Source: an optimization exercise on an open RTL-to-GDS flow (aim: small area and few clock cycles). Production flows keep margins and buffers that such runs may drop. At most, simulation tests tie the RTL to the original design; equivalence was not proved. Only the layout flow was run in runs 6 and 7; the RTL was not checked for function there. In runs 5 to 7 the design's own scripts or RTL, not TritonCTS, make the clock network. The flow treats the clock pin as an ideal source. Dropping or thinning the clock tree relies on that and would not hold on a real chip. Power and IR drop assume default switching activity.

==> design/flow/design.v <==
package bmpd_pkg;
    localparam logic [15:0] KEY_COLOR = 16'hF81F;
    localparam logic [7:0]  SIG_B     = 8'h42;
    localparam logic [7:0]  SIG_M     = 8'h4D;
    function automatic logic [11:0] inc12(input logic [11:0] a);
        logic c;
        c = 1'b1;
        for (int i = 0; i < 12; i++)
        begin
            inc12[i] = a[i] ^ c;
            c        = c & a[i];
        end
    endfunction
    function automatic logic [11:0] dec12(input logic [11:0] a);
        logic b;
        b = 1'b1;
        for (int i = 0; i < 12; i++)
        begin
            dec12[i] = a[i] ^ b;
            b        = b & ~a[i];
        end
    endfunction
    function automatic logic [15:0] dec16(input logic [15:0] a);
        logic b;
        b = 1'b1;
        for (int i = 0; i < 16; i++)
        begin
            dec16[i] = a[i] ^ b;
            b        = b & ~a[i];
        end
    endfunction
    function automatic logic [3:0] dec4(input logic [3:0] a);
        logic b;
        b = 1'b1;
        for (int i = 0; i < 4; i++)
        begin
            dec4[i] = a[i] ^ b;
            b       = b & ~a[i];
        end
    endfunction
    function automatic logic [11:0] add11(input logic [10:0] a, input logic [10:0] b);
        logic c;
        logic c6;
        logic cg;
        logic pp;
        logic p;
        c = 1'b0;
        for (int i = 0; i < 6; i++)
        begin
            add11[i] = a[i] ^ b[i] ^ c;
            c        = (a[i] & b[i]) | (c & (a[i] ^ b[i]));
        end
        c6 = c;
        cg = 1'b0;
        pp = 1'b1;
        for (int i = 6; i < 11; i++)
        begin
            p        = a[i] ^ b[i];
            add11[i] = p ^ (cg | (c6 & pp));
            cg       = (a[i] & b[i]) | (cg & p);
            pp       = pp & p;
        end
        add11[11] = cg | (c6 & pp);
    endfunction
endpackage
`default_nettype none
module bmpd_cfg_regs
(
    input  wire logic        clk,
    input  wire logic        rst_n,
    input  wire logic        cfg_valid,
    input  wire logic [1:0]  cfg_index,
    input  wire logic [10:0] cfg_data,
    output logic      [10:0] origin_x,
    output logic      [10:0] origin_y,
    output logic             keyed_mode
);
    always_ff @(posedge clk or negedge rst_n)
    begin
        if (!rst_n)
        begin
            origin_x   <= '0;
            origin_y   <= '0;
            keyed_mode <= 1'b0;
        end
        else if (cfg_valid)
        begin
            if (cfg_index == 2'd0) origin_x   <= cfg_data;
            if (cfg_index == 2'd1) origin_y   <= cfg_data;
            if (cfg_index == 2'd2) keyed_mode <= cfg_data[0];
        end
    end
endmodule
`default_nettype wire
`default_nettype none
module bmp_stream_to_rgb565_pixels
(
    input  wire logic         clk,
    input  wire logic         rst_n,
    input  wire logic         in_valid,
    output logic              in_ready,
    input  wire logic [7:0]   in_data,
    input  wire logic         in_file_start,
    output logic              out_valid,
    input  wire logic         out_ready,
    output logic [1:0]        out_kind,
    output logic [15:0]       out_color,
    output logic [11:0]       out_x,
    output logic [11:0]       out_y,
    output logic              out_visible,
    output logic              out_row_end,
    output logic              out_image_done,
    input  wire logic         cfg_valid,
    output logic              cfg_ready,
    input  wire logic [1:0]   cfg_index,
    input  wire logic [10:0]  cfg_data
);
    logic [10:0] origin_x;
    logic [10:0] origin_y;
    logic        keyed;
    assign cfg_ready = 1'b1;
    bmpd_cfg_regs u_cfg
    (
        .clk        (clk),
        .rst_n      (rst_n),
        .cfg_valid  (cfg_valid),
        .cfg_index  (cfg_index),
        .cfg_data   (cfg_data),
        .origin_x   (origin_x),
        .origin_y   (origin_y),
        .keyed_mode (keyed)
    );
    logic        valid;
    logic [11:0] col,  col_n;
    logic [11:0] rows, rows_n;
    logic [11:0] wid,  wid_n;
    logic [15:0] cnt,  cnt_n;
    logic [3:0]  clr;
    logic [15:0] color, color_n;
    logic        fa,   fa_n;
    logic        fb,   fb_n;
    logic        b16,  b16_n;
    logic        b32,  b32_n;
    logic        accept;
    logic        res;
    logic        hdr;
    logic [4:0]  hp;
    logic [11:0] col_inc;
    logic [11:0] rows_dec;
    logic [15:0] cnt_dec;
    logic        row_end;
    logic        last_row;
    logic        done;
    logic        dead;
    logic        last_lane;
    logic        started;
    logic        pix_byte;
    logic [3:0]  lane_dec;
    logic [1:0]  pad;
    logic        fmt_bad;
    logic        size_bad;
    assign in_ready = !valid || out_ready;
    assign accept   = in_valid && in_ready;
    assign col_inc  = bmpd_pkg::inc12(col);
    assign rows_dec = bmpd_pkg::dec12(rows);
    assign cnt_dec  = bmpd_pkg::dec16(cnt);
    assign hp  = in_file_start ? 5'd1 : col[4:0];
    assign hdr = in_file_start || (col[11] && (col[4:0] != 5'h1F));
    assign row_end   = (col_inc == wid);
    assign last_row  = (rows == 12'd0);
    assign started   = !col[11];
    assign color     = {cnt[15:4], clr};
    assign pix_byte  = started ? (cnt[3:2] == 2'b11) : (cnt == 16'd15);
    assign lane_dec  = bmpd_pkg::dec4(cnt[3:0]);
    assign done      = row_end && last_row && (cnt[3:0] == 4'hF);
    assign dead      = fa || fb || done;
    assign last_lane = b16 ? (cnt[1:0] == 2'd2) :
                       b32 ? (cnt[1:0] == 2'd0) :
                             (cnt[1:0] == 2'd1);
    assign pad       = b16 ? {wid[0], 1'b0} :
                       b32 ? 2'd0 :
                             wid[1:0];
    assign fmt_bad  = fa || (in_data != 8'h00);
    assign size_bad = fb || rows[11] || (wid == 12'd0) || (wid[11] && (wid[10:0] != 11'd0));
    always_comb
    begin
        col_n  = col;
        rows_n = rows;
        wid_n  = wid;
        cnt_n  = cnt;
        color_n = color;
        fa_n   = fa;
        fb_n   = fb;
        b16_n  = b16;
        b32_n  = b32;
        res    = 1'b0;
        if (hdr)
        begin
            col_n = in_file_start ? 12'hFE2 : col_inc;
            if (hp[4])
            begin
                cnt_n = cnt_dec;
            end
            case (hp)
                5'd1:        
                begin
                    fa_n = (in_data != bmpd_pkg::SIG_B);
                    fb_n = 1'b0;
                end
                5'd2:        
                begin
                    fa_n = 1'b0;
                    if (fa || (in_data != bmpd_pkg::SIG_M))
                    begin
                        fb_n  = 1'b1;
                        col_n = 12'hFFF;
                        res   = 1'b1;
                    end
                end
                5'd11:       
                begin
                    cnt_n[7:0] = in_data;
                end
                5'd12:       
                begin
                    cnt_n[15:8] = in_data;
                    if ((in_data == 8'h00) && (cnt[7:5] == 3'd0) && (cnt[4:1] != 4'hF))
                    begin
                        fa_n = 1'b1;
                    end
                end
                5'd13, 5'd14:    
                begin
                    if (in_data != 8'h00)
                    begin
                        fa_n = 1'b1;
                    end
                end
                5'd19:       
                begin
                    wid_n[7:0] = in_data;
                end
                5'd20:       
                begin
                    wid_n[11:8] = in_data[3:0];
                    if (in_data[7:4] != 4'h0)
                    begin
                        fb_n = 1'b1;
                    end
                end
                5'd23:       
                begin
                    rows_n[7:0] = in_data;
                end
                5'd24:       
                begin
                    rows_n[11:8] = in_data[3:0];
                    if (in_data[7:4] != 4'h0)
                    begin
                        fb_n = 1'b1;
                    end
                end
                5'd21, 5'd22, 5'd25, 5'd26:   
                begin
                    if (in_data != 8'h00)
                    begin
                        fb_n = 1'b1;
                    end
                end
                5'd27:       
                begin
                    rows_n = rows_dec;
                end
                5'd29:       
                begin
                    b16_n = (in_data == 8'h10);
                    b32_n = (in_data == 8'h20);
                    if (!((in_data == 8'h10) || (in_data == 8'h18) || (in_data == 8'h20)))
                    begin
                        fa_n = 1'b1;
                    end
                end
                5'd30:       
                begin
                    fa_n = fmt_bad || size_bad;
                    fb_n = !fmt_bad && size_bad;
                    res  = fmt_bad || size_bad;
                end
                default:
                begin
                end
            endcase
        end
        else if (!dead)
        begin
            if (!pix_byte)
            begin
                cnt_n = started ? {cnt[15:4], lane_dec} : cnt_dec;
            end
            else
            begin
                if (cnt[1:0] == 2'd3)
                begin
                    col_n  = row_end ? 12'd0 : col_inc;
                    rows_n = row_end ? rows_dec : rows;
                end
                if (b16)
                begin
                    if (cnt[1:0] == 2'd3) color_n[7:0]  = in_data;
                    if (cnt[1:0] == 2'd2) color_n[15:8] = in_data;
                end
                else
                begin
                    if (cnt[1:0] == 2'd3) color_n[4:0]   = in_data[7:3];
                    if (cnt[1:0] == 2'd2) color_n[10:5]  = in_data[7:2];
                    if (cnt[1:0] == 2'd1) color_n[15:11] = in_data[7:3];
                end
                cnt_n[15:4] = color_n[15:4];
                if (last_lane)
                begin
                    res        = 1'b1;
                    cnt_n[3:0] = (row_end && !last_row) ? bmpd_pkg::dec4({2'b00, pad}) : 4'hF;
                end
                else
                begin
                    cnt_n[3:0] = lane_dec;
                end
            end
        end
    end
    always_ff @(posedge clk or negedge rst_n)
    begin
        if (!rst_n)
        begin
            valid <= 1'b0;
            col   <= 12'hFE1;
        end
        else
        begin
            valid <= (accept && res) || (valid && !out_ready);
            if (accept)
            begin
                col <= col_n;
            end
        end
    end
    always_ff @(posedge clk)
    begin
        if (accept)
        begin
            rows <= rows_n;
            wid  <= wid_n;
            cnt  <= cnt_n;
            clr  <= color_n[3:0];
            fa   <= fa_n;
            fb   <= fb_n;
            b16  <= b16_n;
            b32  <= b32_n;
        end
    end
    logic pix;
    assign pix            = !(fa || fb);
    assign out_valid      = valid;
    assign out_kind       = {fa, fb};
    assign out_color      = !pix   ? 16'h0000 :
                            keyed  ? color : {color[7:0], color[15:8]};
    assign out_x          = pix ? bmpd_pkg::add11(origin_x, col[10:0])  : 12'h000;
    assign out_y          = pix ? bmpd_pkg::add11(origin_y, rows[10:0]) : 12'h000;
    assign out_visible    = pix && !(keyed && (color == bmpd_pkg::KEY_COLOR));
    assign out_row_end    = pix && row_end;
    assign out_image_done = pix && row_end && last_row;
endmodule
`default_nettype wire
==> design/flow/flow/run.sh <==
#!/bin/bash
# Own layout flow: the standard flow (standard synthesis unchanged), with
#  - the port buffers made as sky130_fd_sc_hd__buf_1 instead of the default pick,
#  - CTS on small clock buffers, without dummy loads.
# The full output of the run goes to standard.log in this folder; ORFS keeps
# each step's own log under orfs/logs/.
set -euo pipefail
bash standard.sh \
  "BUFFER_PORTS_ARGS=-buffer_cell sky130_fd_sc_hd__buf_1" \
  "CTS_ARGS=-sink_clustering_enable -repair_clock_nets -dont_use_dummy_load -buf_list sky130_fd_sc_hd__clkbuf_8 -root_buf sky130_fd_sc_hd__clkbuf_8" \
  finish > standard.log 2>&1
==> design/flow/standard.sh <==
#!/bin/bash
# synth_recipe.tcl (not shown) runs the flow's synth.tcl, then flattens the netlist and writes it again
# the make line also repeats each setting of config.mk as NAME=value (left out here)
make -C /OpenROAD-flow-scripts/flow DESIGN_CONFIG=/design/flow/config.mk WORK_HOME=/design/flow/orfs CLKGATE_MAP_FILE= SYNTH_SCRIPT=/design/flow/synth_recipe.tcl "${@:-finish}"
==> design/flow/config.mk <==
export PLATFORM = sky130hd
export DESIGN_NAME = bmp_stream_to_rgb565_pixels
export DESIGN_NICKNAME = bmp_stream_to_rgb565_pixels
export VERILOG_FILES = /design/flow/design.v
export SDC_FILE = /design/flow/constraint.sdc
export NUM_CORES = 4
export LEC_CHECK = 0
export CAP_MARGIN = 20
export CORE_MARGIN = 2
export CORE_UTILIZATION = 40
export SLEW_MARGIN = 20
==> design/flow/constraint.sdc <==
create_clock -name core_clock -period 5.0 [get_ports {clk}]
set_input_delay 1.0000 -clock core_clock [delete_from_list [all_inputs] [get_ports {clk}]]
set_output_delay 1.0000 -clock core_clock [all_outputs]
set_load 0.01 [all_outputs]
==> flow_summary.json, run 1 <==
{
  "outcome": "complete, no violations",
  "path_max_fanout": 13,
  "finClkSkew_ns": 0.0133,
  "cts.sinks": 84,
  "wl_per_cell_um": 18.8,
  "worst_path_most_repeated_cell": "ha_1",
  "clk_pin_slew_ns": 0.07,
  "hold_depth": 1,
  "cts_buffer_depth": 2,
  "worst_pin_slew_ns": 1.03,
  "final_area_um2": 6660,
  "p_leak_nw": 2.69,
  "fin_nets": 775,
  "ys_types": 64,
  "portBuffers": 73,
  "crit_cells": 16,
  "finalHoldViolCount": 0,
  "grt_max_degree": 41,
  "h-tree-depth": 3,
  "rr_worst_depth": 18,
  "ioPinCount": 75,
  "first_global_vias": 4874,
  "path_delay_family": "adder cells",
  "gr-total-overflow": 0,
  "finalSetupViolations": 0,
  "pwr_density_cell_nw_per_um2": 319,
  "synth_top_area_share_pct": 24.0,
  "num_vias": 4885,
  "firstDrtPassIters": 5,
  "ys_seq_area_share_pct": 39.2,
  "slowest_stage": "dfstp_2",
  "synth_warnings": 2,
  "ys_ff_latch": 84,
  "ant_nets": 0,
  "cp_num_buf_inv": 2,
  "synthFlopType": "edfxtp_1",
  "cts_root_buffer": "clkbuf_8",
  "rows": 44,
  "dieWidth_um": 126,
  "pre_cts_slack_ns": 0.179,
  "start_util_pct": 41.1,
  "finalSetupTns_ns": 0,
  "synthArstFlopShare_pct": 42.9,
  "area_growth_pct": 11.0,
  "viasPerCell": 5.63,
  "drc": 0,
  "die_h_um": 126,
  "grt_use_total_pct": 20.9,
  "fin_ws_ns": 0.177,
  "syn-num-nets": 708,
  "syn_area_um2": 6000,
  "worstPathArrival_ns": 3.82,
  "synth_edf_count": 48,
  "layout_common_cells": "nor2_1, buf_1, inv_1",
  "synthTopCellsByArea": "edfxtp_1, dfrtp_1, ha_1",
  "critPathMaxStageDelay_ns": 0.37,
  "antenna_found_initial": 0,
  "worstSetupPathType": "reg -> out",
  "place_area_um2": 6440,
  "hpwl_um": 12400,
  "startpoint_type": "register",
  "coreArea_um2": 14600,
  "cp-end-kind": "primary output",
  "path_cells": "buf_4 -> ha_1 -> ha_1 -> ha_1 -> ha_1 -> ha_1 -> ha_1 -> ha_1 -> ha_1 -> ha_1 -> ha_4 -> xnor2_1 -> nand4_1 -> nor4_4 -> nor2b_2 -> buf_2",
  "period_minus_slack_ns": 4.82,
  "yosysTopAreaCell": "edfxtp_1",
  "vdd_ir_drop_max_v": 0.000110,
  "relSlewSlack_pct": 30.4,
  "drv_slew": 0,
  "cap_violations": 0,
  "synth.avg_cell_area_um2": 9.70,
  "nFillCells": 1385,
  "grt_pass1_wl_um": 26200,
  "min_period_over_period_pct": 96.5,
  "drive_above_1_share_pct": 12.4,
  "diodes": 0,
  "cts_tree": "built",
  "place_congestion": 0.932,
  "wl_um": 16300,
  "initialDrtViolationCount": 427,
  "die-area_um2": 16000,
  "cts_buffers": 9,
  "netlist_instances": 619,
  "cp.required_ns": 4.00,
  "final_common_cell": "nor2_1",
  "hold_class": "reg -> reg",
  "fmaxAchievable_mhz": 207,
  "insertion_delay_ns": 0.37
}
## state kept, by name (all words and copies together), names as in the netlist
signal and count:
clr 4, u_cfg.keyed_mode 1, u_cfg.origin_y 11, u_cfg.origin_x 11, fa 1, cnt 16
valid 1, rows 12, wid 12, col 12, b16 1, b32 1
fb 1
## through the flow
stage	hold slack, ns	cells	utilization (%)	total power (W)
global route	0.541	868	45.7	0.00227
detailed placement	0.510	855	44.1	0.00171
CTS	0.527	865	45.1	0.00211
finish	0.521	868	45.7	0.00212
floorplan	0.479	619	-	0.00148
global placement	0.494	855	44.1	0.00170
## synthesized netlist by cell type (all sizes together), types with 4 or more instances
master,count
nor3b,4
and2,5
a21oi,28
mux2i,25
nor2b,6
fa,12
clkbuf,20
ha,50
nor3,32
nor2,74
inv,54
o21ai,25
dfrtp,28
o211ai,7
nor4,10
edfxtp,48
nand2b,5
a21o,4
o21bai,4
nand2,52
nand4,11
mux2,27
dfstp,8
buf,9
xnor2,12
o21a,7
nand3,6
or3,4
## area by class of cell
cell class                 instances  area (µm²)  share of cell area [%]
inverter                          54         203                    3.04
timing repair buffer              85         372                    5.58
tap                              184         230                    3.46
multi-input combinational        452        3380                    50.8
clock buffer                       9         124                    1.86
sequential                        84        2350                    35.3
## metal layers
metal | share of wire, % | vias to the layer above | routed length, µm | GRT usage [%]
met5 | 0 | - | 0 | 0
met1 | 45 | 2364 | 7420 | 28.8
met4 | 2.6 | 0 | 425 | 8.21
met3 | 6.1 | 32 | 1000 | 3.12
met2 | 46 | 173 | 7470 | 33.2
li1 | - | 2316 | - | -
## worst register-to-register path, stage by stage, from the launching register on
cell	delay (ns)
dfstp_2	0.37
buf_4	0.18
ha_1	0.22
ha_1	0.18
ha_1	0.18
ha_1	0.18
ha_1	0.18
ha_1	0.19
ha_1	0.19
ha_1	0.19
ha_1	0.21
ha_4	0.22
xnor2_1	0.12
nand4_1	0.14
buf_4	0.16
nor3_4	0.05
a21oi_2	0.38
a41o_4	0.44
o221a_2	0.38
## report_power, final
| part | switching (W) | internal, W |
|---|---|---|
| Clock | 0.000234 | 0.000161 |
| Sequential | 0.000100 | 0.000826 |
| Combinational | 0.000483 | 0.000321 |
| Total | 0.000816 | 0.00131 |
## final timing paths
check / from / endpoint / slack [ns]
max: col[0]$_DFFE_PN1P_ / out_image_done / 0.18
min: u_cfg.origin_x[0]$_DFFE_PN0P_ / u_cfg.origin_x[0]$_DFFE_PN0P_ / 0.52
max reg2reg: col[0]$_DFFE_PN1P_ / rows[0]$_DFFE_PP_ / 0.54
min reg2reg: u_cfg.origin_x[0]$_DFFE_PN0P_ / u_cfg.origin_x[0]$_DFFE_PN0P_ / 0.52
max in group asynchronous: rst_n / u_cfg.origin_y[0]$_DFFE_PN0P_ / 3.60
min in group asynchronous: rst_n / u_cfg.origin_x[3]$_DFFE_PN0P_ / 0.77
## cell families after synthesis
kind of cell / share of synthesized area, %
adder cells (fa/ha/maj): 14.4
buffers and inverters: 5.61
other: 0.0625
AO/OA/AOI/OAI: 11.2
multiplexers: 9.30
flip-flops: 39.2
XOR/XNOR: 2.56
AND/OR/NAND/NOR: 17.7
## repair_timing
item,4_1_cts,5_1_grt
setup buffers,1,3
resized for setup,6,16
gates cloned,0,0
hold buffers,0,0
pin swaps,5,9
setup endpoints to repair,6,7
Testbench counts, summed over its fixed seeds: cycles 73,616.
==> run 2: changes to the inputs <==
==> design/flow/flow/run.sh (replaced) <==
#!/bin/bash
# Own layout flow: the standard flow, with
#  - synthesis: the standard flow's synthesis script and ORFS's synth.tcl as they are, except that the one
#    ABC technology-mapping call uses flow/abc_area.script (area-recovering mapping) instead of
#    ORFS's speed script; registers are mapped before ABC and are untouched by it,
#  - the port buffers made as sky130_fd_sc_hd__buf_1 instead of the default pick,
#  - CTS on clkbuf_8 buffers, without dummy loads.
# The full output of the run goes to standard.log in this folder; ORFS keeps each step's own
# log under orfs/logs/.
set -euo pipefail
W=$(pwd)
line='  log_cmd abc {*}$abc_args'
[[ $(grep -cxF "$line" "$FLOW_HOME/scripts/synth.tcl") == 1 ]]
awk -v s="$W/flow/abc_area.script" -v l="$line" \
  '$0 == l { print "  set abc_args [lreplace $abc_args 1 1 " s "]" } { print }' \
  "$FLOW_HOME/scripts/synth.tcl" > "$W/synth_area.tcl"
src='source $::env(SCRIPTS_DIR)/synth.tcl'
[[ $(grep -cxF "$src" synth_recipe.tcl) == 1 ]]
awk -v s="source $W/synth_area.tcl" -v l="$src" '{ print ($0 == l ? s : $0) }' \
  synth_recipe.tcl > "$W/synth_recipe_area.tcl"
bash standard.sh \
  "SYNTH_SCRIPT=$W/synth_recipe_area.tcl" \
  "BUFFER_PORTS_ARGS=-buffer_cell sky130_fd_sc_hd__buf_1" \
  "CTS_ARGS=-sink_clustering_enable -repair_clock_nets -dont_use_dummy_load -buf_list sky130_fd_sc_hd__clkbuf_8 -root_buf sky130_fd_sc_hd__clkbuf_8" \
  finish > standard.log 2>&1
==> design/flow/flow/abc_area.script (new file) <==
&get -n
&st
&dch
&nf -R 1000
&st
&syn2
&if -g -K 6
&synch2
&nf -R 1000
&st
&syn2
&if -g -K 6
&synch2
&nf -R 1000
&st
&dch -f
&nf -R 1000 -p
&put
topo
==> run 2 against run 1 <==
  * Still clean
  * Non-clock buffer count increased by 11
  * Clock skew increased by 0.0020 ns
  * Hold slack got worse by 0.023 ns
  * Highest routed layer unchanged
==> flow_summary.json, run 2 <==
{
  "worstPathArrival_ns": 3.82,
  "viasPerCell": 5.48,
  "ioPinCount": 75,
  "cts_buffer_depth": 2,
  "insertion_delay_ns": 0.38,
  "ant_nets": 0,
  "p_leak_nw": 2.45,
  "min_period_over_period_pct": 96.3,
  "outcome": "complete, no violations",
  "wl_um": 15800,
  "start_util_pct": 40.9,
  "hold_class": "reg -> reg",
  "synth.avg_cell_area_um2": 9.43,
  "fin_ws_ns": 0.184,
  "final_area_um2": 6520,
  "cts_buffers": 9,
  "finClkSkew_ns": 0.0153,
  "synthFlopType": "edfxtp_1",
  "ys_ff_latch": 84,
  "diodes": 0,
  "drv_slew": 0,
  "dieWidth_um": 123,
  "syn_area_um2": 5670,
  "hpwl_um": 12100,
  "cts_root_buffer": "clkbuf_8",
  "portBuffers": 73,
  "regMostFlops": "cnt",
  "drc": 0,
  "largest_reg_flops": 16,
  "cts_hold_buf": 0,
  "grt_use_total_pct": 22.1,
  "startpoint_type": "register",
  "fmaxAchievable_mhz": 208,
  "place_area_um2": 6300,
  "pwr_density_cell_nw_per_um2": 364,
  "synth_top_area_share_pct": 25.4,
  "area_growth_pct": 14.9,
  "period_minus_slack_ns": 4.82,
  "die-area_um2": 15200,
  "synth_warnings": 2,
  "clk_pin_slew_ns": 0.07,
  "synthArstFlopShare_pct": 42.9,
  "grt_max_degree": 37,
  "gr-total-overflow": 0,
  "firstDrtPassIters": 5,
  "cap_violations": 0,
  "synthTopCellsByArea": "edfxtp_1, dfrtp_1, ha_1",
  "drive_above_1_share_pct": 8.81,
  "final_common_cell": "nor2_1",
  "cp-end-kind": "primary output",
  "finalSetupTns_ns": 0,
  "grt_pass1_wl_um": 25200,
  "pre_cts_slack_ns": 0.283,
  "first_global_vias": 4745,
  "rsz0062_at_grt": "yes",
  "worstSetupPathType": "reg -> out",
  "cp.required_ns": 4.00,
  "synth_edf_count": 48,
  "yosysMostFrequentCell": "nor2_1",
  "die_h_um": 123,
  "wl_per_cell_um": 17.8,
  "syn-num-nets": 691,
  "coreArea_um2": 13900,
  "fin_nets": 795,
  "ys_seq_area_share_pct": 41.5,
  "ys_types": 48,
  "layout_common_cells": "nor2_1, buf_1, a21oi_1",
  "rows": 43,
  "yosysTopAreaCell": "edfxtp_1",
  "path_max_fanout": 3,
  "finalHoldViolCount": 0,
  "netlist_instances": 602,
  "worst_pin_slew_ns": 1.02,
  "h-tree-depth": 3,
  "cts_tree": "built",
  "num_vias": 4843,
  "relSlewSlack_pct": 31.2,
  "cts.sinks": 84,
  "initialDrtViolationCount": 387,
  "place_congestion": 0.923,
  "vdd_ir_drop_max_v": 0.000123,
  "total_power_w": 0.00237,
  "antenna_found_initial": 0,
  "finalSetupViolations": 0,
  "synthTopCellsByCount": "nor2_1, a21oi_1, clkinv_1"
}
==> run 2: cell types whose count changed after synthesis, moves of 9 or more <==
cell	before	now
clkinv_1	0	56
inv_1	54	0
a21oi_1	26	57
mux2_2	22	0
o21ai_0	19	41
clkbuf_1	20	0
mux2i_1	25	6
nor2_1	74	90
nor3_1	31	18
mux2_1	4	15
a211oi_1	3	12
nand2_1	52	43
==> run 2: stage by stage <==
stage | utilization [%] | hold slack [ns] | std cells
after global routing | 47.0 | 0.526 | 884
after detailed placement | 45.4 | 0.487 | 869
after global placement | 45.4 | 0.476 | 869
after CTS | 46.4 | 0.506 | 879
after floorplan | - | 0.465 | 602
final | 47.0 | 0.498 | 884
==> run 2: kinds of logic (layout without fill, tap and decap cells) <==
family	after synthesis	count (layout)	share of synthesized area (%)
adders and majority gates	62	62	15.3
other	1	1	0.0661
AOI/OAI and AO/OA	141	141	14.6
xor gates and xnor gates	21	21	3.24
DFF	84	84	41.5
and+or+nand+nor	213	213	17.3
muxes	21	21	4.04
buffers and inverters	59	161	4.10
==> run 2: cell type report <==
class / count / area (µm²)
Fill cell: 1388 / 7360
Inverter: 56 / 210
Multi-Input combinational cell: 459 / 3160
Timing Repair Buffer: 96 / 454
Sequential cell: 84 / 2350
Tap cell: 180 / 225
Clock buffer: 9 / 124
==> run 2: layer usage <==
layer | part of all wire [%] | vias up | GRT usage, %
li1 | - | 2380 | -
met1 | 46 | 2326 | 30.4
met2 | 47 | 116 | 35.8
met3 | 4.5 | 21 | 3.18
met4 | 1.7 | 0 | 7.24
met5 | 0 | - | 0
==> run 2: worst max-delay path, stage by stage (launching register included) <==
cell      delay, ns
dfstp_2        0.54
ha_1           0.15
clkinv_1       0.07
fa_2           0.34
fa_2           0.34
fa_2           0.35
fa_2           0.34
fa_2           0.34
nor2b_1        0.10
o21ai_0        0.07
nand2b_1       0.11
a21o_1         0.15
and2_4         0.15
o21ai_0        0.08
a21oi_1        0.16
buf_2          0.15
==> run 2: timing repair <==
item,CTS,global route
pin swaps,1,7
setup buffers,1,5
setup endpoints to repair,4,6
gates resized for setup,9,13
==> run 2: final timing paths <==
check	startpoint	end	slack [ns]	cells after the start
max in group asynchronous	rst_n	valid$_DFF_PN0_	3.67	1
max reg2reg	col[0]$_DFFE_PN1P_	rows[9]$_DFFE_PP_	0.43	21
min in group asynchronous	rst_n	u_cfg.origin_x[7]$_DFFE_PN0P_	0.75	1
min	u_cfg.origin_x[9]$_DFFE_PN0P_	u_cfg.origin_x[9]$_DFFE_PN0P_	0.50	1
min reg2reg	u_cfg.origin_x[9]$_DFFE_PN0P_	u_cfg.origin_x[9]$_DFFE_PN0P_	0.50	1
max	col[0]$_DFFE_PN1P_	out_x[11]	0.18	15
==> run 2: where the power goes <==
group,switching [W],internal (W)
clock,0.000233,0.000161
sequential,0.000123,0.000875
combinational,0.000578,0.000400
==> run 3: changes to the inputs <==
--- a/design/flow/config.mk
+++ b/design/flow/config.mk
@@ -7,5 +7,5 @@
 export LEC_CHECK = 0
-export CAP_MARGIN = 20
+export CAP_MARGIN = 5
 export CORE_MARGIN = 2
 export CORE_UTILIZATION = 40
-export SLEW_MARGIN = 20
+export SLEW_MARGIN = 5
==> run 3 against run 2 <==
  * Clock-buffer cell count is the same
  * Fmax did not move
  * Power stayed put
  * Sequential power is essentially flat
  * Register-to-register slack about the same
  * Combinational power hardly changed
  * Highest routed layer unchanged
==> flow_summary.json, run 3 <==
{
  "cp.required_ns": 4.00,
  "finalSetupTns_ns": 0,
  "swShare_pct": 39.4,
  "ys_ff_latch": 84,
  "grt_pass1_wl_um": 25200,
  "synthFlopType": "edfxtp_1",
  "num_vias": 4843,
  "path_max_fanout": 3,
  "grt_use_total_pct": 22.1,
  "startpoint_type": "register",
  "synth.avg_cell_area_um2": 9.43,
  "worstSetupPathType": "reg -> out",
  "period_minus_slack_ns": 4.82,
  "grt_max_degree": 37,
  "pre_cts_slack_ns": 0.283,
  "netlist_instances": 602,
  "cts_tree": "built",
  "p_sw_w": 0.000935,
  "synth_warnings": 2,
  "cts_buffer_depth": 2,
  "gr-total-overflow": 0,
  "fin_ws_ns": 0.184,
  "hpwl_um": 12100,
  "ioPinCount": 75,
  "hold_class": "reg -> reg",
  "start_util_pct": 40.9,
  "antenna_found_initial": 0,
  "pwr_density_cell_nw_per_um2": 364,
  "worst_pin_slew_ns": 1.02,
  "rows": 43,
  "h-tree-depth": 3,
  "cts.sinks": 84,
  "wl_per_cell_um": 17.8,
  "dieWidth_um": 123,
  "worstSetupStartpoint": "col[0]$_DFFE_PN1P_",
  "area_growth_pct": 14.9,
  "min_period_over_period_pct": 96.3,
  "ys_seq_area_share_pct": 41.5,
  "r2r-start": "col[0]$_DFFE_PN1P_",
  "synth_edf_count": 48,
  "ant_nets": 0,
  "synth_top_area_share_pct": 25.4,
  "finClkSkew_ns": 0.0153,
  "min_from": "u_cfg.origin_x[9]$_DFFE_PN0P_",
  "wl_um": 15800,
  "yosysMostFrequentCell": "nor2_1",
  "firstDrtPassIters": 5,
  "place_area_um2": 6300,
  "p_leak_nw": 2.45,
  "synthArstFlopShare_pct": 42.9,
  "regMostFlops": "cnt",
  "cp-end-kind": "primary output",
  "worstPathArrival_ns": 3.82,
  "drc": 0,
  "coreArea_um2": 13900,
  "fmaxAchievable_mhz": 208,
  "portBuffers": 73,
  "p_seq_share_pct": 42.1,
  "drive_above_1_share_pct": 8.81,
  "synthTopCellsByCount": "nor2_1, a21oi_1, clkinv_1",
  "fin_nets": 795,
  "syn-num-nets": 691,
  "place_congestion": 0.923,
  "clk_pin_slew_ns": 0.07,
  "p_int_w": 0.00144,
  "cap_violations": 0,
  "largest_reg_flops": 16,
  "finalSetupViolations": 0,
  "ys_types": 48,
  "vdd_ir_drop_max_v": 0.000123,
  "layout_common_cells": "nor2_1, buf_1, a21oi_1",
  "p_comb_share_pct": 41.3,
  "pwr-share-clk_pct": 16.6,
  "rsz0062_at_grt": "yes",
  "die-area_um2": 15200,
  "initialDrtViolationCount": 387,
  "diodes": 0,
  "die_h_um": 123,
  "cts_buffers": 9,
  "final_area_um2": 6520,
  "cts_root_buffer": "clkbuf_8",
  "synthTopCellsByArea": "edfxtp_1, dfrtp_1, ha_1",
  "finalHoldViolCount": 0,
  "first_global_vias": 4745,
  "drv_slew": 0,
  "viasPerCell": 5.48,
  "insertion_delay_ns": 0.38,
  "relSlewSlack_pct": 31.2,
  "outcome": "complete, no violations",
  "final_common_cell": "nor2_1",
  "yosysTopAreaCell": "edfxtp_1",
  "syn_area_um2": 5670,
  "final_util_pct": 47.0
}
==> run 3: power by group through the flow <==
stage | logic, W | clock network, W | registers (W)
2_1_floorplan | 0.000651 | 0 | 0.000987
3_3_place_gp | 0.000911 | 0 | 0.00101
3_5_place_dp | 0.000929 | 0 | 0.00101
4_1_cts | 0.000943 | 0.000410 | 0.000998
5_1_grt | 0.00111 | 0.000427 | 0.00101
6_report | 0.000978 | 0.000395 | 0.000998
==> run 3: repair_timing <==
action | in CTS | in global routing
pin swaps | 1 | 7
setup endpoints to repair | 4 | 6
hold buffers | 0 | 0
resized for setup | 9 | 13
buffers inserted | 1 | 5
==> run 3: layer usage <==
metal | global-route usage, % | wire [µm] | up-vias
met5 | 0 | 0 | -
met4 | 7.24 | 271 | 0
met2 | 35.8 | 7480 | 116
met1 | 30.4 | 7320 | 2326
li1 | - | - | 2380
met3 | 3.18 | 711 | 21
==> run 3: cell type report <==
cell class,instances,area (µm²)
fillers,1388,7360
multi-input cells,459,3160
flip-flops and latches,84,2350
repair buffers,96,454
well taps,180,225
inverters,56,210
clock buffers,9,124
==> run 3: cells by family (layout without fill, tap and decap cells) <==
logic type / Yosys count / in the layout / share of synthesized area [%]
adder cells (fa/ha/maj): 62 / 62 / 15.3
flip-flops: 84 / 84 / 41.5
XOR/XNOR: 21 / 21 / 3.24
AND/OR/NAND/NOR: 213 / 213 / 17.3
other: 1 / 1 / 0.0661
AO/OA/AOI/OAI: 141 / 141 / 14.6
multiplexers: 21 / 21 / 4.04
buffers and inverters: 59 / 161 / 4.10
==> run 3: per-stage QoR <==
step	total power (W)	hold slack, ns	std cells
2_1_floorplan	0.00164	0.465	602
3_3_place_gp	0.00192	0.476	869
3_5_place_dp	0.00194	0.487	869
4_1_cts	0.00235	0.506	879
5_1_grt	0.00255	0.526	884
6_report	0.00237	0.498	884
==> run 3: worst paths after layout <==
kind                                                       to  slack, ns  cells past startpoint
worst max-delay path                                out_x[11]       0.18                     15
min in group asynchronous       u_cfg.origin_x[7]$_DFFE_PN0P_       0.75                      1
worst min-delay path            u_cfg.origin_x[9]$_DFFE_PN0P_       0.50                      1
worst min register to register  u_cfg.origin_x[9]$_DFFE_PN0P_       0.50                      1
worst max register to register              rows[9]$_DFFE_PP_       0.43                     21
max in group asynchronous                     valid$_DFF_PN0_       3.67                      1
==> run 3: worst max-delay path, cell delays in order, from the launching register on <==
cell,delay [ns]
dfstp_2,0.54
ha_1,0.15
clkinv_1,0.07
fa_2,0.34
fa_2,0.34
fa_2,0.35
fa_2,0.34
fa_2,0.34
nor2b_1,0.10
o21ai_0,0.07
nand2b_1,0.11
a21o_1,0.15
and2_4,0.15
o21ai_0,0.08
a21oi_1,0.16
buf_2,0.15
==> run 4: changes to the inputs <==
==> design/flow/flow/abc_area.script (replaced) <==
strash
dc2
dch -f
amap
strash
dc2
dch -f
amap
strash
dch -f
amap
topo
--- a/design/flow/config.mk
+++ b/design/flow/config.mk
@@ -7,5 +7,5 @@
 export LEC_CHECK = 0
-export CAP_MARGIN = 5
+export CAP_MARGIN = 20
 export CORE_MARGIN = 2
 export CORE_UTILIZATION = 40
-export SLEW_MARGIN = 5
+export SLEW_MARGIN = 20
==> run 4 against run 3 <==
  * Global-route usage is 0.35 points lower
  * Sequential power is 4.0% lower
  * Area after synthesis is 1.8% lower
  * First-iteration DRC count is 11% higher
  * Fmax is 0.45% lower
  * Design area is 1.9% lower
  * Flip-flop and latch count stayed put
  * Clock-buffer cell count stayed put
==> flow_summary.json, run 4 <==
{
  "worst_pin_slew_ns": 0.922,
  "h-tree-depth": 3,
  "period_minus_slack_ns": 4.84,
  "seqCellArea_um2": 2350,
  "layout_common_cells": "clkinv_1, nor2_1, buf_1",
  "portBuffers": 73,
  "numPlacedInstances": 862,
  "grt_use_total_pct": 21.7,
  "startpoint_type": "register",
  "ys_seq_area_share_pct": 42.2,
  "synthArstFlopShare_pct": 42.9,
  "num_vias": 5011,
  "wl_per_cell_um": 17.6,
  "synth_edf_count": 48,
  "relSlewSlack_pct": 38.5,
  "initialDrtViolationCount": 431,
  "finalSetupTns_ns": 0,
  "yosysTopAreaCell": "edfxtp_1",
  "start_util_pct": 40.6,
  "netlist_instances": 604,
  "rows": 43,
  "cts_buffers": 9,
  "grt_pass1_wl_um": 24600,
  "firstDrtPassIters": 5,
  "cts_root_buffer": "clkbuf_8",
  "first_global_vias": 4765,
  "cts_tree": "built",
  "largest_reg_flops": 16,
  "swShare_pct": 39.2,
  "synth_warnings": 2,
  "die-area_um2": 14900,
  "pwr-share-clk_pct": 16.7,
  "p_int_w": 0.00141,
  "viasPerCell": 5.68,
  "area_growth_pct": 14.8,
  "fin_ws_ns": 0.162,
  "drc": 0,
  "final_cell_count_no_fill": 882,
  "fin_nets": 793,
  "p_leak_nw": 2.29,
  "path_max_fanout": 3,
  "worstPathArrival_ns": 3.84,
  "fmaxAchievable_mhz": 207,
  "ioPinCount": 75,
  "diodes": 0,
  "outcome": "complete, no violations",
  "syn_area_um2": 5570,
  "p_seq_share_pct": 41.2,
  "finClkSkew_ns": 0.0233,
  "synth_top_area_share_pct": 25.9,
  "vdd_ir_drop_max_v": 0.000155,
  "synthTopCellsByArea": "edfxtp_1, dfrtp_1, ha_1",
  "cap_violations": 0,
  "cp.required_ns": 4.00,
  "place_congestion": 0.966,
  "grt_max_degree": 44,
  "synth.avg_cell_area_um2": 9.23,
  "final_common_cell": "clkinv_1",
  "hpwl_um": 12100,
  "die_h_um": 122,
  "cts.sinks": 84,
  "wl_um": 15500,
  "ys_ff_latch": 84,
  "p_comb_share_pct": 42.1,
  "clk_pin_slew_ns": 0.07,
  "hold_class": "reg -> reg",
  "coreArea_um2": 13700,
  "insertion_delay_ns": 0.38,
  "nFillCells": 1317,
  "dieWidth_um": 122,
  "multi_input_comb_area_um2": 2880,
  "syn-num-nets": 693,
  "rsz0062_at_grt": "yes",
  "worstSetupPathType": "reg -> out",
  "finalSetupViolations": 0,
  "antenna_found_initial": 0,
  "p_sw_w": 0.000912,
  "cp-end-kind": "primary output",
  "cts_buffer_depth": 2,
  "drv_slew": 0,
  "gr-total-overflow": 0,
  "cts_hold_buf": 0,
  "drive_above_1_share_pct": 9.12,
  "synthTopCellsByCount": "clkinv_1, nor2_1, ha_1",
  "pwr_density_cell_nw_per_um2": 364,
  "ff2ff_setup_slack_ns": 0.30,
  "yosysMostFrequentCell": "clkinv_1",
  "synthFlopType": "edfxtp_1",
  "min_period_over_period_pct": 96.8,
  "regMostFlops": "cnt",
  "ant_nets": 0,
  "ys_types": 41,
  "finalHoldViolCount": 0,
  "pre_cts_slack_ns": 0.0940
}
==> run 4: changes by cell type in the layout (fill, tap and decap cells not counted), sizes merged, moves of 9 or more <==
cell    previous run  this run
a211oi            12         3
xnor2             10         1
xor2              11         0
nor2              90       100
nand2             43        16
o22a               0        20
o22ai              1        20
a221oi             0        16
clkinv            56       105
o21ai             41        28
a21oi             57        37
mux2              15         0
==> run 4: layer usage <==
metal  GRT usage, %  vias to the layer above  wire, µm
met5              0                        -         0
li1               -                     2391         -
met1           30.2                     2377      6930
met3           5.38                       27      1250
met4           7.83                        0       355
met2           32.9                      216      6970
==> run 4: cell type report <==
cell class | instances | area share (%)
clock buffer | 9 | 1.94
sequential | 84 | 36.8
timing repair buffer | 92 | 6.65
tap | 180 | 3.52
multi-input combinational | 412 | 44.9
inverter | 105 | 6.18
==> run 4: critical path: stages (launching register included) <==
cell and delay (ns):
dfstp_2 0.56, ha_1 0.15, clkinv_1 0.08, fa_2 0.34
fa_2 0.34, fa_2 0.34, fa_2 0.35, fa_2 0.35
clkinv_1 0.06, a21oi_1 0.05, nor2_1 0.15, o21a_1 0.16
o21a_1 0.17, o21a_1 0.14, nor2_1 0.04, nor2_1 0.07
buf_2 0.13
==> run 4: cell families after synthesis <==
| group | after synthesis | share of synthesized area [%] |
|---|---|---|
| AND/OR/NAND/NOR | 186 | 14.9 |
| AO/OA/AOI/OAI | 162 | 19.7 |
| buffers and inverters | 108 | 7.48 |
| flip-flops | 84 | 42.2 |
| adder cells (fa/ha/maj) | 62 | 15.5 |
| XOR/XNOR | 1 | 0.157 |
| other | 1 | 0.0673 |
==> run 4: final timing paths <==
kind / startpoint / to / depth (start not counted)
worst max-delay path: col[0]$_DFFE_PN1P_ / out_x[11] / 16
worst min-delay path: col[6]$_DFFE_PN1P_ / col[6]$_DFFE_PN1P_ / 2
worst max register to register: col[0]$_DFFE_PN1P_ / cnt[6]$_DFFE_PP_ / 22
worst min register to register: col[6]$_DFFE_PN1P_ / col[6]$_DFFE_PN1P_ / 2
max in group asynchronous: rst_n / col[2]$_DFFE_PN0P_ / 1
min in group asynchronous: rst_n / u_cfg.origin_x[10]$_DFFE_PN0P_ / 1
==> run 4: metrics by stage <==
step | hold slack, ns | instance area [µm²] | power, W | utilization, %
floorplan | 0.470 | 5570 | 0.00159 | -
global placement | 0.488 | 6110 | 0.00186 | 44.5
detailed placement | 0.500 | 6110 | 0.00188 | 44.5
CTS | 0.511 | 6320 | 0.00231 | 46.1
global route | 0.536 | 6400 | 0.00251 | 46.6
finish | 0.505 | 6400 | 0.00233 | 46.6
==> run 4: power by group through the flow <==
stage	Clock (W)	Combinational, W	Sequential (W)
floorplan	0	0.000642	0.000944
global placement	0	0.000890	0.000971
detailed placement	0	0.000906	0.000973
CTS	0.000404	0.000947	0.000955
global route	0.000427	0.00111	0.000968
finish	0.000388	0.000979	0.000958
==> run 4: what timing repair did <==
| item | in CTS | in global routing |
|---|---|---|
| gates cloned | 0 | 0 |
| pin swaps | 5 | 11 |
| gates resized for setup | 13 | 19 |
| setup buffers | 7 | 4 |
| setup endpoints to repair | 8 | 22 |
==> run 5: changes to the inputs <==
--- a/design/flow/flow/run.sh
+++ b/design/flow/flow/run.sh
@@ -6,3 +6,4 @@
 #  - the port buffers made as sky130_fd_sc_hd__buf_1 instead of the default pick,
-#  - CTS on clkbuf_8 buffers, without dummy loads.
+#  - the clock tree built by flow/clock_tree.tcl (one level of four clkbuf_16 buffers) in place
+#    of clock_tree_synthesis's H-tree.
 # The full output of the run goes to standard.log in this folder; ORFS keeps each step's own
@@ -23,3 +24,3 @@
   "BUFFER_PORTS_ARGS=-buffer_cell sky130_fd_sc_hd__buf_1" \
-  "CTS_ARGS=-sink_clustering_enable -repair_clock_nets -dont_use_dummy_load -buf_list sky130_fd_sc_hd__clkbuf_8 -root_buf sky130_fd_sc_hd__clkbuf_8" \
+  "PRE_CTS_TCL=$W/flow/clock_tree.tcl" \
   finish > standard.log 2>&1
==> design/flow/flow/clock_tree.tcl (new file) <==
# Clock distribution, run as ORFS's PRE_CTS_TCL hook. The clock port drives four
# sky130_fd_sc_hd__clkbuf_16 buffers, one per quarter of the registers (split at the median x,
# then each half at its median y), each placed at its quarter's centre and driving that
# quarter's clock pins: one buffer level for every register, so all clock paths match in
# structure. It takes the place of clock_tree_synthesis's H-tree (a root and eight leaf
# buffers for this design's ~84 registers); the rest of ORFS's CTS step (legalisation,
# timing repair) runs as usual.
set block [ord::get_db_block]
set clk [$block findNet clk]
set sinks {}
foreach it [$clk getITerms] {
  set box [[$it getInst] getBBox]
  lappend sinks [list $it [expr {([$box xMin] + [$box xMax]) / 2}] \
                          [expr {([$box yMin] + [$box yMax]) / 2}]]
}
proc my_split_half {lst idx} {
  set s [lsort -integer -index $idx $lst]
  set h [expr {[llength $s] / 2}]
  return [list [lrange $s 0 [expr {$h - 1}]] [lrange $s $h end]]
}
set groups {}
foreach half [my_split_half $sinks 1] {
  foreach quarter [my_split_half $half 2] {
    lappend groups $quarter
  }
}
set master [[ord::get_db] findMaster sky130_fd_sc_hd__clkbuf_16]
set k 0
foreach g $groups {
  set n [llength $g]
  if {$n == 0} { continue }
  set sx 0
  set sy 0
  foreach s $g {
    incr sx [lindex $s 1]
    incr sy [lindex $s 2]
  }
  set buf [odb::dbInst_create $block $master "clkbuf_q$k"]
  set net [odb::dbNet_create $block "clknet_q$k"]
  $net setSigType CLOCK
  [$buf findITerm A] connect $clk
  [$buf findITerm X] connect $net
  foreach s $g {
    set it [lindex $s 0]
    $it disconnect
    $it connect $net
  }
  $buf setLocation [expr {$sx / $n}] [expr {$sy / $n}]
  $buf setPlacementStatus PLACED
  puts "clock buffer clkbuf_q$k drives $n clock pins"
  incr k
}
# The tree is built: CTS proper only has to switch timing to propagated clocks.
proc clock_tree_synthesis {args} {
  set_propagated_clock [all_clocks]
}
==> run 5 against run 4 <==
  * Still clean on timing, DRC and antenna
  * Die area unchanged
  * Clock skew down 0.011 ns
  * Power down 4.4%
  * Synthesized cell count unchanged
  * Register-to-register slack worse by 0.06 ns
  * Critical endpoint is now out_row_end
  * Largest power group is now registers
==> flow_summary.json, run 5 <==
{
  "synthFlopType": "edfxtp_1",
  "rows": 43,
  "synth-compound-area-share_pct": 19.7,
  "numPlacedInstances": 862,
  "startpoint_type": "register",
  "syn_area_um2": 5570,
  "start_util_pct": 40.6,
  "clk_pin_slew_ns": 0.08,
  "area_growth_pct": 12.7,
  "synthArstFlopShare_pct": 42.9,
  "netlist_instances": 604,
  "drv_slew": 0,
  "ys_seq_area_share_pct": 42.2,
  "seqCellArea_um2": 2350,
  "pwr_density_cell_nw_per_um2": 354,
  "cp-end-kind": "primary output",
  "num_vias": 4927,
  "nFillCells": 1327,
  "rsz0062_at_grt": "yes",
  "finalHoldViolCount": 0,
  "syn-num-nets": 693,
  "min_from": "col[5]$_DFFE_PN1P_",
  "drc": 0,
  "r2r-end": "cnt[7]$_DFFE_PP_",
  "first_global_vias": 4680,
  "yosysMostFrequentCell": "clkinv_1",
  "die-area_um2": 14900,
  "cts_hold_buf": 0,
  "wl_um": 15300,
  "synth_top_family_by_area": "compound AO/OA/AOI/OAI gates",
  "synth_xor_area_share_pct": 0.157,
  "cap_violations": 0,
  "yosysTopAreaCell": "edfxtp_1",
  "synth_simple_gate_area_share_pct": 14.9,
  "cp.required_ns": 4.00,
  "vdd_ir_drop_max_v": 0.000181,
  "synth.avg_cell_area_um2": 9.23,
  "insertion_delay_ns": 0.16,
  "grt_pass1_wl_um": 24300,
  "initialDrtViolationCount": 447,
  "fmaxAchievable_mhz": 207,
  "ant_nets": 0,
  "period_minus_slack_ns": 4.82,
  "portBuffers": 73,
  "rr_worst_depth": 21,
  "outcome": "complete, no violations",
  "path_max_fanout": 7,
  "viasPerCell": 5.67,
  "synth_warnings": 2,
  "finalSetupViolations": 0,
  "regMostFlops": "cnt",
  "synth_edf_count": 48,
  "hold_class": "reg -> reg",
  "worst_pin_slew_ns": 0.962,
  "gr-total-overflow": 0,
  "drive_above_1_share_pct": 5.66,
  "r2r-start": "col[0]$_DFFE_PN1P_",
  "final_util_pct": 45.8,
  "worstSetupPathType": "reg -> out",
  "synthTopCellsByCount": "clkinv_1, nor2_1, ha_1",
  "coreArea_um2": 13700,
  "largest_reg_flops": 16,
  "ys_ff_latch": 84,
  "total_power_w": 0.00222,
  "fin_nets": 780,
  "muxShareOfSynthArea_pct": 0,
  "min_period_over_period_pct": 96.4,
  "holdWs_ns": 0.502,
  "finClkSkew_ns": 0.0128,
  "multi_input_comb_area_um2": 2850,
  "worstPathArrival_ns": 3.82,
  "synth_fa_ha_area_share_pct": 15.5,
  "final_cell_count_no_fill": 869,
  "layout_common_cells": "clkinv_1, nor2_1, buf_1",
  "wl_per_cell_um": 17.6,
  "ff2ff_setup_slack_ns": 0.24,
  "dieWidth_um": 122,
  "firstDrtPassIters": 5,
  "grt_max_degree": 44,
  "synthTopCellsByArea": "edfxtp_1, dfrtp_1, ha_1",
  "holdPathEnd": "col[5]$_DFFE_PN1P_",
  "place_congestion": 0.966,
  "die_h_um": 122,
  "antenna_found_initial": 0,
  "final_common_cell": "clkinv_1",
  "hold_depth": 2,
  "synth_top_area_share_pct": 25.9,
  "ioPinCount": 75,
  "grt_use_total_pct": 20.4,
  "hpwl_um": 12100,
  "p_leak_nw": 2.23,
  "diodes": 0,
  "ys_types": 41,
  "relSlewSlack_pct": 35.9
}
-- run 5: area by class of cell --
class                           count  area share, %
Buffer                              4           1.59
Inverter                          105           6.29
Multi-Input combinational cell    412           45.3
Sequential cell                    84           37.4
Tap cell                          180           3.58
Timing Repair Buffer               84           5.76
-- run 5: through the flow --
stage | instance area, µm² | worst slack, ns | TNS [ns]
after global routing | 6280 | -0.0277 | -0.198
final | 6280 | 0.179 | 0
after floorplan | 5570 | 0.474 | 0
after detailed placement | 6110 | 0.0940 | 0
after CTS | 6220 | 0.0406 | 0
after global placement | 6110 | 0.223 | 0
-- run 5: cell families (layout without fill, tap and decap cells) --
logic type / Yosys count / count (layout)
compound gates: 162 / 162
xor+xnor: 1 / 1
fa+ha+maj: 62 / 62
buf+inv: 108 / 193
flops: 84 / 84
other cells: 1 / 1
simple gates: 186 / 186
-- run 5: worst max-delay path by stage --
stage | from | end | slack, ns | cells after the start
4_1_cts | col[0]$_DFFE_PN1P_ | out_x[11] | 0.04 | 16
2_1_floorplan | col[0]$_DFFE_PN1P_ | out_image_done | 0.47 | 16
6_report | col[0]$_DFFE_PN1P_ | out_row_end | 0.18 | 18
3_5_place_dp | col[0]$_DFFE_PN1P_ | out_image_done | 0.09 | 17
5_1_grt | col[0]$_DFFE_PN1P_ | out_image_done | -0.03 | 18
3_3_place_gp | col[0]$_DFFE_PN1P_ | out_image_done | 0.22 | 17
-- run 5: report_power, final --
group	switching (W)	total, W	internal, W
Clock	0.000180	0.000326	0.000146
Combinational	0.000582	0.000935	0.000353
Sequential	0.0000942	0.000962	0.000868
-- run 5: what timing repair did --
action / CTS / global route
setup endpoints to repair: 1 / 14
setup buffers: 0 / 3
resized for setup: 2 / 15
hold endpoints to repair: 0 / 0
pin swaps: 0 / 8
-- run 5: layer usage --
metal / up-vias / GRT usage, % / share of wire [%]
met3: 23 / 1.83 / 6.9
met4: 0 / 4.81 / 2.3
met5: - / 0 / 0
met2: 175 / 32.3 / 45
li1: 2373 / - / -
met1: 2356 / 30.2 / 46
-- run 5: worst max-delay path, stage by stage (launching register included) --
cell and delay [ns]:
dfstp_2 0.43, ha_2 0.21, ha_1 0.19, ha_1 0.18, ha_1 0.18, ha_1 0.18
ha_1 0.18, ha_1 0.19, ha_1 0.19, ha_1 0.18, ha_2 0.19, nor2_2 0.11
a21oi_2 0.06, xnor2_1 0.12, or4_1 0.41, nor3_2 0.26, clkinv_2 0.15, nor2_1 0.11
buf_1 0.15
==> run 6: changes to the inputs <==
--- a/design/flow/design.v
+++ b/design/flow/design.v
@@ -174,3 +174,3 @@
     assign lane_dec  = bmpd_pkg::dec4(cnt[3:0]);
-    assign done      = row_end && last_row && (cnt[3:0] == 4'hF);
+    assign done      = row_end && last_row && !((cnt[3:2] == 2'b11) && (cnt[1:0] != 2'b11));
     assign dead      = fa || fb || done;
@@ -321,3 +321,3 @@
                     res        = 1'b1;
-                    cnt_n[3:0] = (row_end && !last_row) ? bmpd_pkg::dec4({2'b00, pad}) : 4'hF;
+                    cnt_n[3:0] = row_end ? bmpd_pkg::dec4({2'b00, pad}) : 4'hF;
                 end
==> run 6 against run 5 <==
  * Still clean on timing, DRC and antenna
  * Via count rose by 0.12%
  * Final cell count rose by 0.46%
  * Flip-flop and latch count unchanged
  * Core utilization rose by 2.6 points
  * Design area is 2.9% higher
  * Critical path type unchanged
  * Critical endpoint unchanged
  * Largest cell class unchanged
==> flow_summary.json, run 6 <==
{
  "outcome": "complete, no violations",
  "ys_types": 42,
  "fin_nets": 788,
  "p_leak_nw": 2.33,
  "clk_pin_slew_ns": 0.09,
  "synth_top_area_share_pct": 26.1,
  "syn-num-nets": 684,
  "diodes": 0,
  "initialDrtViolationCount": 412,
  "firstDrtPassIters": 5,
  "hpwl_um": 11800,
  "grt_use_total_pct": 20.7,
  "regMostFlops": "cnt",
  "wl_per_cell_um": 17.5,
  "final_common_cell": "nor2_1",
  "num_vias": 4933,
  "die-area_um2": 14700,
  "worst_pin_slew_ns": 0.965,
  "area_growth_pct": 17.2,
  "startpoint_type": "register",
  "finalHoldViolCount": 0,
  "cp.required_ns": 4.00,
  "antenna_found_initial": 0,
  "hold_class": "reg -> reg",
  "synthTopCellsByCount": "nor2_1, clkinv_1, ha_1",
  "final_util_pct": 48.4,
  "cap_violations": 0,
  "min_period_over_period_pct": 98.5,
  "netlist_instances": 595,
  "seqCellArea_um2": 2350,
  "path_max_fanout": 4,
  "rsz0062_at_grt": "yes",
  "drive_above_1_share_pct": 9.90,
  "largest_reg_flops": 16,
  "yosysTopAreaCell": "edfxtp_1",
  "wl_um": 15200,
  "cts_hold_buf": 0,
  "drv_slew": 0,
  "layout_common_cells": "nor2_1, clkinv_1, buf_1",
  "fmaxAchievable_mhz": 203,
  "synth_edf_count": 48,
  "place_congestion": 0.939,
  "synth_warnings": 2,
  "dieWidth_um": 121,
  "grt_max_degree": 37,
  "finClkSkew_ns": 0.0101,
  "die_h_um": 121,
  "start_util_pct": 41.3,
  "worstSetupPathType": "reg -> out",
  "worst_path_most_repeated_cell": "ha_4",
  "syn_area_um2": 5520,
  "path_cells": "ha_2 -> ha_4 -> ha_4 -> ha_2 -> ha_1 -> ha_2 -> ha_4 -> ha_4 -> ha_4 -> nand2_1 -> o21ai_1 -> o221ai_1 -> a2111o_1 -> or4_4 -> a2111oi_4 -> buf_4 -> clkinv_4 -> buf_6 -> nor2_4 -> buf_6",
  "ff2ff_setup_slack_ns": 0.16,
  "critPathMaxStageDelay_ns": 0.43,
  "slowest_stage": "or4_4",
  "yosysMostFrequentCell": "nor2_1",
  "period_minus_slack_ns": 4.92,
  "ant_nets": 0,
  "viasPerCell": 5.65,
  "finalSetupViolations": 0,
  "relSlewSlack_pct": 35.6,
  "insertion_delay_ns": 0.16,
  "min_from": "col[7]$_DFFE_PN1P_",
  "synthArstFlopShare_pct": 42.9,
  "synth.avg_cell_area_um2": 9.27,
  "nFillCells": 1304,
  "worstPathArrival_ns": 3.92,
  "rows": 42,
  "worstSetupStartpoint": "col[1]$_DFFE_PN0P_",
  "ys_seq_area_share_pct": 42.6,
  "r2r-start": "col[1]$_DFFE_PN0P_",
  "coreArea_um2": 13300,
  "portBuffers": 73,
  "vdd_ir_drop_max_v": 0.000211,
  "synthFlopType": "edfxtp_1",
  "first_global_vias": 4685,
  "finalSetupTns_ns": 0,
  "gr-total-overflow": 0,
  "ys_ff_latch": 84,
  "grt_pass1_wl_um": 24400,
  "pwr_density_cell_nw_per_um2": 397,
  "drc": 0,
  "multi_input_comb_area_um2": 2930,
  "synthTopCellsByArea": "edfxtp_1, dfrtp_1, ha_1",
  "ioPinCount": 75,
  "cp-end-kind": "primary output"
}
-- run 6: cell types whose count changed after synthesis, sizes merged, moves of 4 or more --
cell,before,now
a21oi,37,29
clkinv,105,94
nand2,16,28
nor2,100,110
o21ai,28,20
o22a,20,13
o22ai,20,16
o31ai,1,5
-- run 6: cells by family (layout without fill, tap and decap cells) --
logic type | Yosys count | count (layout) | share of synthesized area, %
flops | 84 | 84 | 42.6
fa+ha+maj | 62 | 62 | 15.7
other cells | 1 | 1 | 0.0680
simple gates | 206 | 206 | 16.5
buf+inv | 97 | 199 | 6.80
compound gates | 145 | 145 | 18.3
-- run 6: report_power, final --
group,internal [W],leakage (nW),switching (W)
logic,0.000496,1.46,0.000714
clock network,0.000146,0.0493,0.000177
registers,0.000917,0.827,0.000117
total,0.00156,2.33,0.00101
-- run 6: final cells by class --
type	count	area share [%]
inverters	94	5.59
well taps	176	3.41
repair inverters	1	0.0774
plain buffers	4	1.55
multi-input cells	414	45.3
flip-flops and latches	84	36.4
repair buffers	100	7.68
-- run 6: what timing repair did --
action	in CTS	in global routing
setup endpoints to repair	39	42
setup buffers	1	7
gates cloned	0	1
gates resized for setup	26	17
pin swaps	1	9
-- run 6: worst paths after layout --
kind | cells after the start | endpoint
min in group asynchronous | 1 | u_cfg.origin_x[10]$_DFFE_PN0P_
hold / removal | 2 | col[7]$_DFFE_PN1P_
max in group asynchronous | 1 | u_cfg.origin_y[6]$_DFFE_PN0P_
hold reg to reg | 2 | col[7]$_DFFE_PN1P_
setup reg to reg | 25 | rows[6]$_DFFE_PP_
setup / recovery | 20 | out_row_end
-- run 6: through the flow --
stage	cells	worst slack (ns)	hold slack (ns)	cell area (µm²)	power (W)
2_1_floorplan	595	0.0557	0.465	5520	0.00177
3_3_place_gp	860	-0.0996	0.484	6130	0.00211
5_1_grt	873	-0.0876	0.532	6460	0.00278
3_5_place_dp	860	-0.163	0.493	6130	0.00214
6_report	873	0.0772	0.517	6460	0.00257
4_1_cts	865	0.00932	0.522	6350	0.00251
-- run 6: worst max-delay path: cells and delay by family (launching register included) --
family	cells	cell delay, ns
adders and majority gates	9	1.63
AOI/OAI and AO/OA	4	0.67
and+or+nand+nor	3	0.58
buffers and inverters	4	0.48
DFF	1	0.41
-- run 6: routing by layer --
layer | track usage (%) | up-vias | wire (µm)
li1 | - | 2371 | -
met3 | 2.21 | 22 | 1070
met2 | 34.6 | 179 | 7070
met4 | 2.08 | 0 | 208
met1 | 30.2 | 2361 | 6900
met5 | 0 | - | 0
==> run 7: changes to the inputs <==
--- a/design/flow/config.mk
+++ b/design/flow/config.mk
@@ -10,2 +10,3 @@
 export CORE_UTILIZATION = 40
+export GPL_TIMING_DRIVEN = 0
 export SLEW_MARGIN = 20
==> run 7 against run 6 <==
  * The layout now fails its checks (setup timing)
  * Hold slack got worse by 0.018 ns
  * Wire length decreased by 1.6%
  * Fmax decreased by 1.9%
  * Critical endpoint unchanged
  * Largest cell class unchanged
==> flow_summary.json, run 7 <==
{
  "cp_num_buf_inv": 3,
  "synth.avg_cell_area_um2": 9.27,
  "cts_hold_buf": 0,
  "rr_worst_depth": 23,
  "outcome": "finished with violations",
  "grt_max_degree": 25,
  "die_h_um": 121,
  "hold_class": "reg -> reg",
  "yosysMostFrequentCell": "nor2_1",
  "num_vias": 4865,
  "slowest_stage": "or4_4",
  "path_max_fanout": 3,
  "coreArea_um2": 13300,
  "synth_top_family_by_area": "compound AO/OA/AOI/OAI gates",
  "p_comb_share_pct": 46.5,
  "synth_warnings": 2,
  "drive_above_1_share_pct": 9.59,
  "crit_cells": 19,
  "ant_nets": 0,
  "cp.required_ns": 4.00,
  "ff2ff_setup_slack_ns": 0.19,
  "cp-end-kind": "primary output",
  "vdd_ir_drop_max_v": 0.000189,
  "antenna_found_initial": 0,
  "grt_pass1_wl_um": 23800,
  "diodes": 0,
  "relSlewSlack_pct": 33.4,
  "rsz0062_at_grt": "yes",
  "p_seq_share_pct": 40.7,
  "r2r-start": "col[1]$_DFFE_PN0P_",
  "synthTopCellsByCount": "nor2_1, clkinv_1, ha_1",
  "initialDrtViolationCount": 401,
  "synth_xor_area_share_pct": 0,
  "finalHoldViolCount": 0,
  "yosysTopAreaCell": "edfxtp_1",
  "synthTopCellsByArea": "edfxtp_1, dfrtp_1, ha_1",
  "gr-total-overflow": 0,
  "grt_use_total_pct": 20.2,
  "final_util_pct": 48.6,
  "largest_reg_flops": 16,
  "hold_depth": 2,
  "violations": "setup timing",
  "synth-compound-area-share_pct": 18.3,
  "worst_pin_slew_ns": 0.995,
  "insertion_delay_ns": 0.16,
  "regMostFlops": "cnt",
  "area_growth_pct": 17.5,
  "die-area_um2": 14700,
  "syn-num-nets": 684,
  "hpwl_um": 11700,
  "wl_met1_um": 6820,
  "synth_edf_count": 48,
  "crit_path_end": "out_row_end",
  "muxShareOfSynthArea_pct": 0,
  "synth_top_area_share_pct": 26.1,
  "p_leak_nw": 2.31,
  "final_common_cell": "nor2_1",
  "path_delay_family": "adder cells",
  "startpoint_type": "register",
  "cap_violations": 0,
  "first_global_vias": 4627,
  "rows": 42,
  "fmaxAchievable_mhz": 199,
  "place_area_um2": 6080,
  "synthArstFlopShare_pct": 42.9,
  "worstPathArrival_ns": 4.02,
  "fin_ws_ns": -0.0179,
  "wl_per_cell_um": 17.4,
  "worstSetupStartpoint": "col[1]$_DFFE_PN0P_",
  "netlist_instances": 595,
  "pwr-share-clk_pct": 12.8,
  "synth_fa_ha_area_share_pct": 15.7,
  "drv_slew": 0,
  "ys_seq_area_share_pct": 42.6,
  "p_sw_w": 0.00101,
  "p_int_w": 0.00156,
  "synthFlopType": "edfxtp_1",
  "ioPinCount": 75,
  "worst_path_most_repeated_cell": "ha_4",
  "ys_types": 42,
  "viasPerCell": 5.63,
  "worstSetupPathType": "reg -> out",
  "r2r-end": "cnt[1]$_DFFE_PP_",
  "fin_nets": 779,
  "period_minus_slack_ns": 5.02,
  "final_area_um2": 6480,
  "min_period_over_period_pct": 100,
  "dr_wl_met3_um": 984,
  "critPathMaxStageDelay_ns": 0.50,
  "top_layer_used": "met4",
  "wl_um": 15000,
  "portBuffers": 73,
  "clk_pin_slew_ns": 0.09,
  "wl_met2_um": 6960,
  "syn_area_um2": 5520,
  "firstDrtPassIters": 6,
  "synth_simple_gate_area_share_pct": 16.5,
  "swShare_pct": 39.2,
  "layout_common_cells": "nor2_1, clkinv_1, buf_1",
  "place_congestion": 0.923,
  "ys_ff_latch": 84,
  "pwr_density_cell_nw_per_um2": 395,
  "drc": 0,
  "path_cells": "ha_4 -> ha_4 -> ha_4 -> ha_4 -> ha_4 -> ha_4 -> ha_4 -> ha_4 -> ha_4 -> nand2_1 -> o21ai_1 -> o221ai_1 -> a2111o_1 -> or4_4 -> a2111oi_4 -> clkinv_2 -> buf_6 -> nor2_4 -> buf_6",
  "dieWidth_um": 121,
  "start_util_pct": 41.3,
  "finClkSkew_ns": 0.00759,
  "finalSetupViolations": 1
}
## run 7: cell count changes in the layout (fill, tap and decap cells not counted), moves of 2 or more
cell | before | now
buf_16 | 0 | 2
buf_4 | 25 | 14
fa_1 | 4 | 6
fa_2 | 8 | 6
ha_2 | 4 | 0
ha_4 | 5 | 9
o21ai_0 | 19 | 17
o21ai_2 | 0 | 2
## run 7: layout make-up
class                           instances  area (µm²)
Fill cell                            1287        6860
Sequential cell                        84        2350
Timing Repair Buffer                   89         453
Tap cell                              176         220
Inverter                               94         358
Buffer                                  7         123
Multi-Input combinational cell        414        2980
## run 7: logic make-up after synthesis
logic type / Yosys count
simple gates: 206
compound gates: 145
buf+inv: 97
flops: 84
fa+ha+maj: 62
other cells: 1
## run 7: per-layer routing
metal / vias up / GRT usage, %
li1: 2359 / -
met1: 2348 / 29.5
met2: 141 / 33.1
met3: 17 / 2.44
met4: 0 / 2.51
met5: - / 0
## run 7: what timing repair did
action	CTS	global route
gates resized for setup	21	29
gates cloned	0	0
pin swaps	2	11
buffers inserted	4	9
endpoints found under the setup margin	44	45
## run 7: worst min path at each step
stage / end / startpoint
after CTS: col[7]$_DFFE_PN1P_ / col[7]$_DFFE_PN1P_
after global placement: col[7]$_DFFE_PN1P_ / col[7]$_DFFE_PN1P_
after detailed placement: col[7]$_DFFE_PN1P_ / col[7]$_DFFE_PN1P_
final: col[10]$_DFFE_PN1P_ / col[10]$_DFFE_PN1P_
after floorplan: col[10]$_DFFE_PN1P_ / col[10]$_DFFE_PN1P_
after global routing: col[10]$_DFFE_PN1P_ / col[10]$_DFFE_PN1P_
## run 7: power by group through the flow
| stage | Sequential [W] | Combinational [W] | Clock [W] |
|---|---|---|---|
| final | 0.00104 | 0.00119 | 0.000329 |
| after CTS | 0.00102 | 0.00110 | 0.000332 |
| after global routing | 0.00106 | 0.00135 | 0.000356 |
| after detailed placement | 0.00104 | 0.00105 | 0 |
| after floorplan | 0.00101 | 0.000767 | 0 |
| after global placement | 0.00104 | 0.00102 | 0 |
## run 7: metrics by stage
step	setup slack [ns]	cells	total power, W	setup TNS (ns)	hold slack [ns]
after floorplan	0.0557	595	0.00177	0	0.465
after global placement	-1.01	844	0.00206	-23.51	0.484
after detailed placement	-0.684	847	0.00209	-17.07	0.482
after CTS	-0.0686	855	0.00245	-0.0881	0.496
after global routing	-0.164	864	0.00277	-1.01	0.524
final	-0.0179	864	0.00256	-0.0179	0.499
## run 7: worst min-delay path, delay by kind of cell (launching register included)
kind            cells  cell delay, ns
simple gates        1            0.05
compound gates      1            0.06
flops               1            0.39

-- separate check: timing with driven ports --
How much do the figures lean on ideal ports? The routed layouts below were timed once more, with nothing changed but the port constraints. Step 1 assumes that a clkbuf_16 drives the clock port and a buf_2 every other input. Step 2, shift: input delay + t, output delay - t, t = (earliest + latest rising clock arrival at the registers) / 2. This alone moves slack from input paths to output paths. a / b / c = ideal ports / drivers / drivers and shift; a / b = the first two.
run | shift t [ns] | setup WS [ns] | hold WS [ns] | latest minus earliest clock arrival (ns) | slew at the worst register clock pin (ns)
run 1 | 0.410 | 0.177 / 0.140 / 0.539 | 0.521 / 0.521 / 0.521 | 0.028 / 0.028 | 0.10 / 0.10
run 2 | 0.404 | 0.184 / 0.150 / 0.427 | 0.498 / 0.498 / 0.498 | 0.018 / 0.018 | 0.09 / 0.09
run 3 | 0.404 | 0.184 / 0.150 / 0.427 | 0.498 / 0.498 / 0.498 | 0.018 / 0.018 | 0.09 / 0.09
run 4 | 0.400 | 0.162 / 0.126 / 0.301 | 0.505 / 0.505 / 0.505 | 0.024 / 0.023 | 0.09 / 0.09
run 5 | 0.241 | 0.179 / 0.091 / 0.244 | 0.502 / 0.502 / 0.502 | 0.014 / 0.014 | 0.09 / 0.09
run 6 | 0.240 | 0.077 / -0.014 / 0.162 | 0.517 / 0.517 / 0.517 | 0.011 / 0.011 | 0.09 / 0.09
run 7 | 0.241 | -0.018 / -0.108 / 0.134 | 0.499 / 0.499 / 0.499 | 0.009 / 0.009 | 0.09 / 0.09
